Background: an optimization exercise with open tools, aiming at small area, a short achievable clock period and few clock cycles per item. Do not read the settings as production practice.
In this exercise RTL edits were held to simulation tests only and were not proved equivalent to the original.

v41:
Design aes128_iter_encrypt, start of the top module:
module aes128_iter_encrypt #(
  parameter int Nb = 128,
  parameter int UNROLL = 1
) (
  input  logic          clk,
  input  logic          reset,
  input  logic          in_valid,
  output logic          in_ready,
  input  logic [Nb-1:0] plain_text,
  input  logic [Nb-1:0] round_key,
  output logic          out_valid,
  input  logic          out_ready,
  output logic [Nb-1:0] cipher_text,
  output logic          busy
);
  localparam int NR = 10;
  function automatic logic [7:0] rcon(input logic [3:0] r);
    rcon = r == 4'd9 ? 8'h1b : r == 4'd10 ? 8'h36 : 8'h01 << (r - 4'd1);
  endfunction
  logic [127:0] s2_y, s2_k, s1_k, ct_q;
  logic [207:0] s1_m;
  logic [15:0] s1_km;
  logic [3:0] s2_rnd, s1_rnd;
  logic s2_v, s1_v, ct_v, ir_q, busy_q, s2_mix;
  logic s1_fin, leave, stall, accept;
  logic s1_v_d, s2_v_d, ct_v_d;
  logic [3:0] s1_rnd_d, s2_rnd_d;
  assign s1_fin = s1_v && s1_rnd == 4'(NR - 1);
  assign leave = s1_fin && (!ct_v || out_ready);
  assign stall = s1_fin && ct_v && !out_ready;
  assign in_ready = ir_q;
  assign accept = in_valid && in_ready;
  assign out_valid = ct_v;
  assign cipher_text = ct_q;
  assign busy = busy_q;
  logic [207:0] a_m;
  logic [15:0] a_km;
  stage_a u_a (
    .y(s2_y), .k(s2_k), .mix(s2_mix),
    .m(a_m), .km(a_km));
  logic [127:0] b_y, b_k, b_ct, n_y, n_k;
  logic ins;
  stage_b u_b (
    .m(s1_m), .k(s1_k), .km(s1_km), .rc(rcon(s1_rnd + 4'd1)),
    .y(b_y), .nk(b_k), .ct(b_ct));
  assign ins = !(s1_v && !s1_fin);
  mxiv #(256) u_ins (.a({b_y, b_k}), .b({plain_text, round_key}), .s(ins), .y({n_y, n_k}));
  always_ff @(posedge clk) begin
    if (!stall) begin
      s1_m <= a_m;
      s1_k <= s2_k;
      s1_km <= a_km;
      s2_y <= n_y;
      s2_k <= n_k;
    end
    if (leave) ct_q <= b_ct;
  end
  always_comb begin
    s1_v_d = s1_v;
    s1_rnd_d = s1_rnd;
    s2_v_d = s2_v;
    s2_rnd_d = s2_rnd;
    if (!stall) begin
      s1_v_d = s2_v;
      s1_rnd_d = s2_rnd;
      s2_v_d = (s1_v && !s1_fin) || accept;
      s2_rnd_d = s1_v && !s1_fin ? s1_rnd + 4'd1 : 4'd0;
    end
    ct_v_d = leave || (ct_v && !out_ready);
  end
  always_ff @(posedge clk or negedge reset) begin
    if (!reset) begin
      s1_v <= 1'b0;
      s2_v <= 1'b0;
  ...
Size in the first run: roughly 750 flip-flops, roughly 0.056 mm² of cells after synthesis.
Settings: LEC_CHECK=0, CAP_MARGIN=20, CORE_MARGIN=2, CORE_UTILIZATION=45, CTS_BUF_LIST=sky130_fd_sc_hd__clkbuf_8, PLACE_DENSITY=0.6, SETUP_SLACK_MARGIN=5, SLEW_MARGIN=20, SYNTH_HIERARCHICAL=1, SYNTH_MINIMUM_KEEP_SIZE=0; clock period 9.0 ns.
standard.sh (not shown) runs the stock make flow with config.mk's settings and CLKGATE_MAP_FILE= SYNTH_SCRIPT=/design/flow/synth_recipe.tcl, a recipe that flattens the netlist after the stock synthesis.
==> flow/flow/run.sh <==
#!/bin/bash
# The standard layout (standard.sh, which passes its arguments to ORFS's make), with
# these ORFS settings added or overridden on make's command line:
#   BUFFER_PORTS_ARGS=-buffer_cell sky130_fd_sc_hd__buf_1
#   SETUP_SLACK_MARGIN=5.15
# make's output goes to make.log; each ORFS step writes its own log under orfs/logs.
set -euo pipefail
bash standard.sh BUFFER_PORTS_ARGS=-buffer_cell\ sky130_fd_sc_hd__buf_1 SETUP_SLACK_MARGIN=5.15 finish > make.log 2>&1
v41 finished end to end and its layout was clean on timing, DRC and antenna.
Testbench counts of v41, summed over its fixed seeds: cycles 8,040, items 800.
The following lists how v59 was set up differently from v41:
==> flow/flow/run.sh <==
#!/bin/bash
# The standard layout (standard.sh, which passes its arguments to ORFS's make), with
# these ORFS settings added or overridden on make's command line:
#   BUFFER_PORTS_ARGS=-buffer_cell sky130_fd_sc_hd__buf_1
#   SETUP_SLACK_MARGIN=5.1
# make's output goes to make.log; each ORFS step writes its own log under orfs/logs.
set -euo pipefail
bash standard.sh BUFFER_PORTS_ARGS=-buffer_cell\ sky130_fd_sc_hd__buf_1 SETUP_SLACK_MARGIN=5.1 finish > make.log 2>&1
-- flow/config.mk --
<<< v41, line 6
export NUM_CORES = 4
export LEC_CHECK = 0
export CAP_MARGIN = 20
export CORE_MARGIN = 2
export CORE_UTILIZATION = 45
export CTS_BUF_LIST = sky130_fd_sc_hd__clkbuf_8
export PLACE_DENSITY = 0.6
export SETUP_SLACK_MARGIN = 5
export SLEW_MARGIN = 20
>>> v59, line 6
export NUM_CORES = 4
export LEC_CHECK = 0
export ABC_AREA = 1
export CAP_MARGIN = 20
export CORE_MARGIN = 2
export CORE_UTILIZATION = 40
export CTS_BUF_LIST = sky130_fd_sc_hd__clkbuf_8
export PLACE_DENSITY = 0.5
export SETUP_SLACK_MARGIN = 5
export SLEW_MARGIN = 20
Results
v59 finished every step from synthesis to the final layout, and the layout passed the timing, DRC and antenna checks. For v59, the end point of the critical path was ct_q[56], unlike v41, where it was s1_m[207]. More vias were needed by v59 than by v41.
#### Input delta (v5 over v59)
-- flow/config.mk --
<<< v59, line 6
export NUM_CORES = 4
export LEC_CHECK = 0
export ABC_AREA = 1
export CAP_MARGIN = 20
export CORE_MARGIN = 2
>>> v5, line 6
export NUM_CORES = 4
export LEC_CHECK = 0
export CAP_MARGIN = 20
export CORE_MARGIN = 2
## What came out
- Detailed route wirelength on metal2 of v5 falls short of that of v59 by more than a quarter.
- In the metrics for v59 and v5, the one carrying the higher number of DRC violations after detailed-routing iteration 0 is v59.
- Compared with v59, in v5 global-route usage moved down, maximum frequency from static timing analysis moved down.
- Side by side, pin count of the biggest net entering global routing turned out higher in v5 than in v59.
- [compare] base=v59 new=v5: depth of the worst register-to-register path now smaller; effective utilization at floorplan comparable.
- The setup slack in v5 was lower than what v59 gave.


Starting RTL as in the previous note.
clock: 9.0 ns
lec_check: 0
cap_margin: 20
core_margin: 2
core_utilization: 40
cts_buf_list: sky130_fd_sc_hd__clkbuf_4
place_density: 0.5
setup_slack_margin: 5
slew_margin: 20
synth_hierarchical: 1
synth_minimum_keep_size: 0
==> flow/flow/run.sh <==
#!/bin/bash
# The standard layout (standard.sh, which passes its arguments to ORFS's make), with
# these ORFS settings added or overridden on make's command line:
#   BUFFER_PORTS_ARGS=-buffer_cell sky130_fd_sc_hd__buf_1
#   SETUP_SLACK_MARGIN=5.1
# make's output goes to make.log; each ORFS step writes its own log under orfs/logs.
set -euo pipefail
bash standard.sh BUFFER_PORTS_ARGS=-buffer_cell\ sky130_fd_sc_hd__buf_1 SETUP_SLACK_MARGIN=5.1 finish > make.log 2>&1
Testbench counts at the start, summed over its fixed seeds: cycles 8,040, items 800.
Change:
Settings changed: CORE_UTILIZATION 40 to 35, CTS_BUF_LIST sky130_fd_sc_hd__clkbuf_4 to sky130_fd_sc_hd__clkbuf_8, PLACE_DENSITY 0.5 to 0.45.
Result: Setup slack got worse by 0.055 ns; synthesized cell count stays the same; first-iteration DRC count increases by a few percent; critical path depth is unchanged; die area increases by about a fifth; synthesized area stays the same; design area increases slightly; core utilization decreases by 5.7 points.


Setup of run 1:
Another version of the RTL of aes128_iter_encrypt (not shown whole).
Size in the first run: roughly 5,200 cells after synthesis, ~390 I/O pins, about 58,000 um2 of cells after synthesis.
clock: 9.0 ns
lec_check: 0
cap_margin: 20
core_margin: 2
core_utilization: 45
place_density: 0.6
setup_slack_margin: 5
slew_margin: 20
synth_hierarchical: 1
synth_minimum_keep_size: 0
==> flow/flow/run.sh <==
#!/bin/bash
# The standard layout (standard.sh, which passes its arguments to ORFS's make), with
# these ORFS settings added or overridden on make's command line:
#   BUFFER_PORTS_ARGS=-buffer_cell sky130_fd_sc_hd__buf_2
# make's output goes to make.log; each ORFS step writes its own log under orfs/logs.
set -euo pipefail
bash standard.sh BUFFER_PORTS_ARGS=-buffer_cell\ sky130_fd_sc_hd__buf_2 finish > make.log 2>&1
Testbench counts of run 1, summed over its fixed seeds: cycles 8,040, items 800.
Modified inputs, run 2 compared to run 1
Settings: an added CTS_BUF_LIST of sky130_fd_sc_hd__clkbuf_8.
==> flow/run.sh (new file) <==
#!/bin/bash
# synth_recipe.tcl (not shown) runs the flow's synth.tcl, then flattens the netlist and writes it again
# the make line also repeats each setting of config.mk as NAME=value (left out here)
make -C /OpenROAD-flow-scripts/flow DESIGN_CONFIG=/design/flow/config.mk WORK_HOME=/design/flow/orfs CLKGATE_MAP_FILE= SYNTH_SCRIPT=/design/flow/synth_recipe.tcl finish
removed: flow/flow/run.sh
removed: flow/standard.sh
Notes after the runs:
- Looking at run 2 and run 1, the total instance count after detailed placement is a wash.
- Changes observed in run 2 relative to run 1: wire length per cell after detailed routing moved up, detailed-router iteration count before antenna repair moved down.
- Run 2 completed; timing, DRC and antenna clean
- Detailed-route wire length on run 2 is behind run 1.
- In the flow results for run 2 and run 1, the post-route cell area is smaller on run 1.
Input changes introduced in run 3 (baseline for comparison: run 2):
Settings: CTS_BUF_LIST: sky130_fd_sc_hd__clkbuf_8 -> unset.
==> flow/flow/run.sh (new file) <==
#!/bin/bash
set -euo pipefail
sed -e 's/SETUP_SLACK_MARGIN=[0-9.]*/SETUP_SLACK_MARGIN=5.5/' standard.sh > standard_own.sh
grep -q 'SETUP_SLACK_MARGIN=5.5' standard_own.sh
bash standard_own.sh > make.log 2>&1
==> flow/standard.sh (new file) <==
#!/bin/bash
# synth_recipe.tcl (not shown) runs the flow's synth.tcl, then flattens the netlist and writes it again
# the make line also repeats each setting of config.mk as NAME=value (left out here)
make -C /OpenROAD-flow-scripts/flow DESIGN_CONFIG=/design/flow/config.mk WORK_HOME=/design/flow/orfs CLKGATE_MAP_FILE= SYNTH_SCRIPT=/design/flow/synth_recipe.tcl "${@:-finish}"
removed: flow/run.sh
--- outcome ---
Against run 2, run 3 comes in 20 ps higher on critical path's largest stage delay. Going from run 2 to run 3, count of inverters not on the clock network in the layout grew by 1; wire length of the first global-routing pass rose 2.1%; worst setup slack before clock tree synthesis dropped 250 ps; final design area excluding fillers shows an increase of 21%. In summary, run 3 completed successfully, with a layout that passed the timing, DRC and antenna checks. When run 3 is measured against run 2, its final hold slack turns out 8.7 ps higher. For the fraction of area in multi-input gates, run 3 came in 2.3 points higher than run 2 did. Diff run 2 -> run 3: number of levels in the clock H-tree down 1; final period demand of the worst path down 140 ps.

port drivers added, routing unchanged:
The results above use ideal ports. As a check the final layouts listed here were re-extracted and re-timed, cells and wires unchanged. Step 1, drivers: a clkbuf_16 drives clk and a buf_2 each remaining input, both assumed. Step 2 also shifts input and output timing later by t, the mid clock arrival at the registers, as if the neighbouring blocks saw the same clock. Three values: ideal ports, drivers, drivers and shift; two values: the first two.
run | t, ns | slack for setup (ns) | cell pins on the clock port's net
v41 | 0.936 | 5.193 / 5.193 / 4.531 | 1
v59 | 1.026 | 5.402 / 5.402 / 4.547 | 1
v5 | 0.961 | 5.177 / 5.177 / 4.566 | 1
the first run of note 2 | 1.290 | 5.133 / 5.099 / 4.435 | 1
the second run of note 2 | 0.968 | 5.077 / 5.077 / 4.758 | 1
run 1 | 0.756 | 5.043 / 5.043 / 4.657 | 1
run 2 | 0.946 | 5.075 / 5.039 / 4.501 | 1
run 3 | 0.786 | 5.214 / 5.214 / 4.878 | 1
After both steps setup and hold are still met in every run listed. The setup slack of v59, which loses most, moves by 0.000 ns with the drivers and by -0.855 ns with both steps.
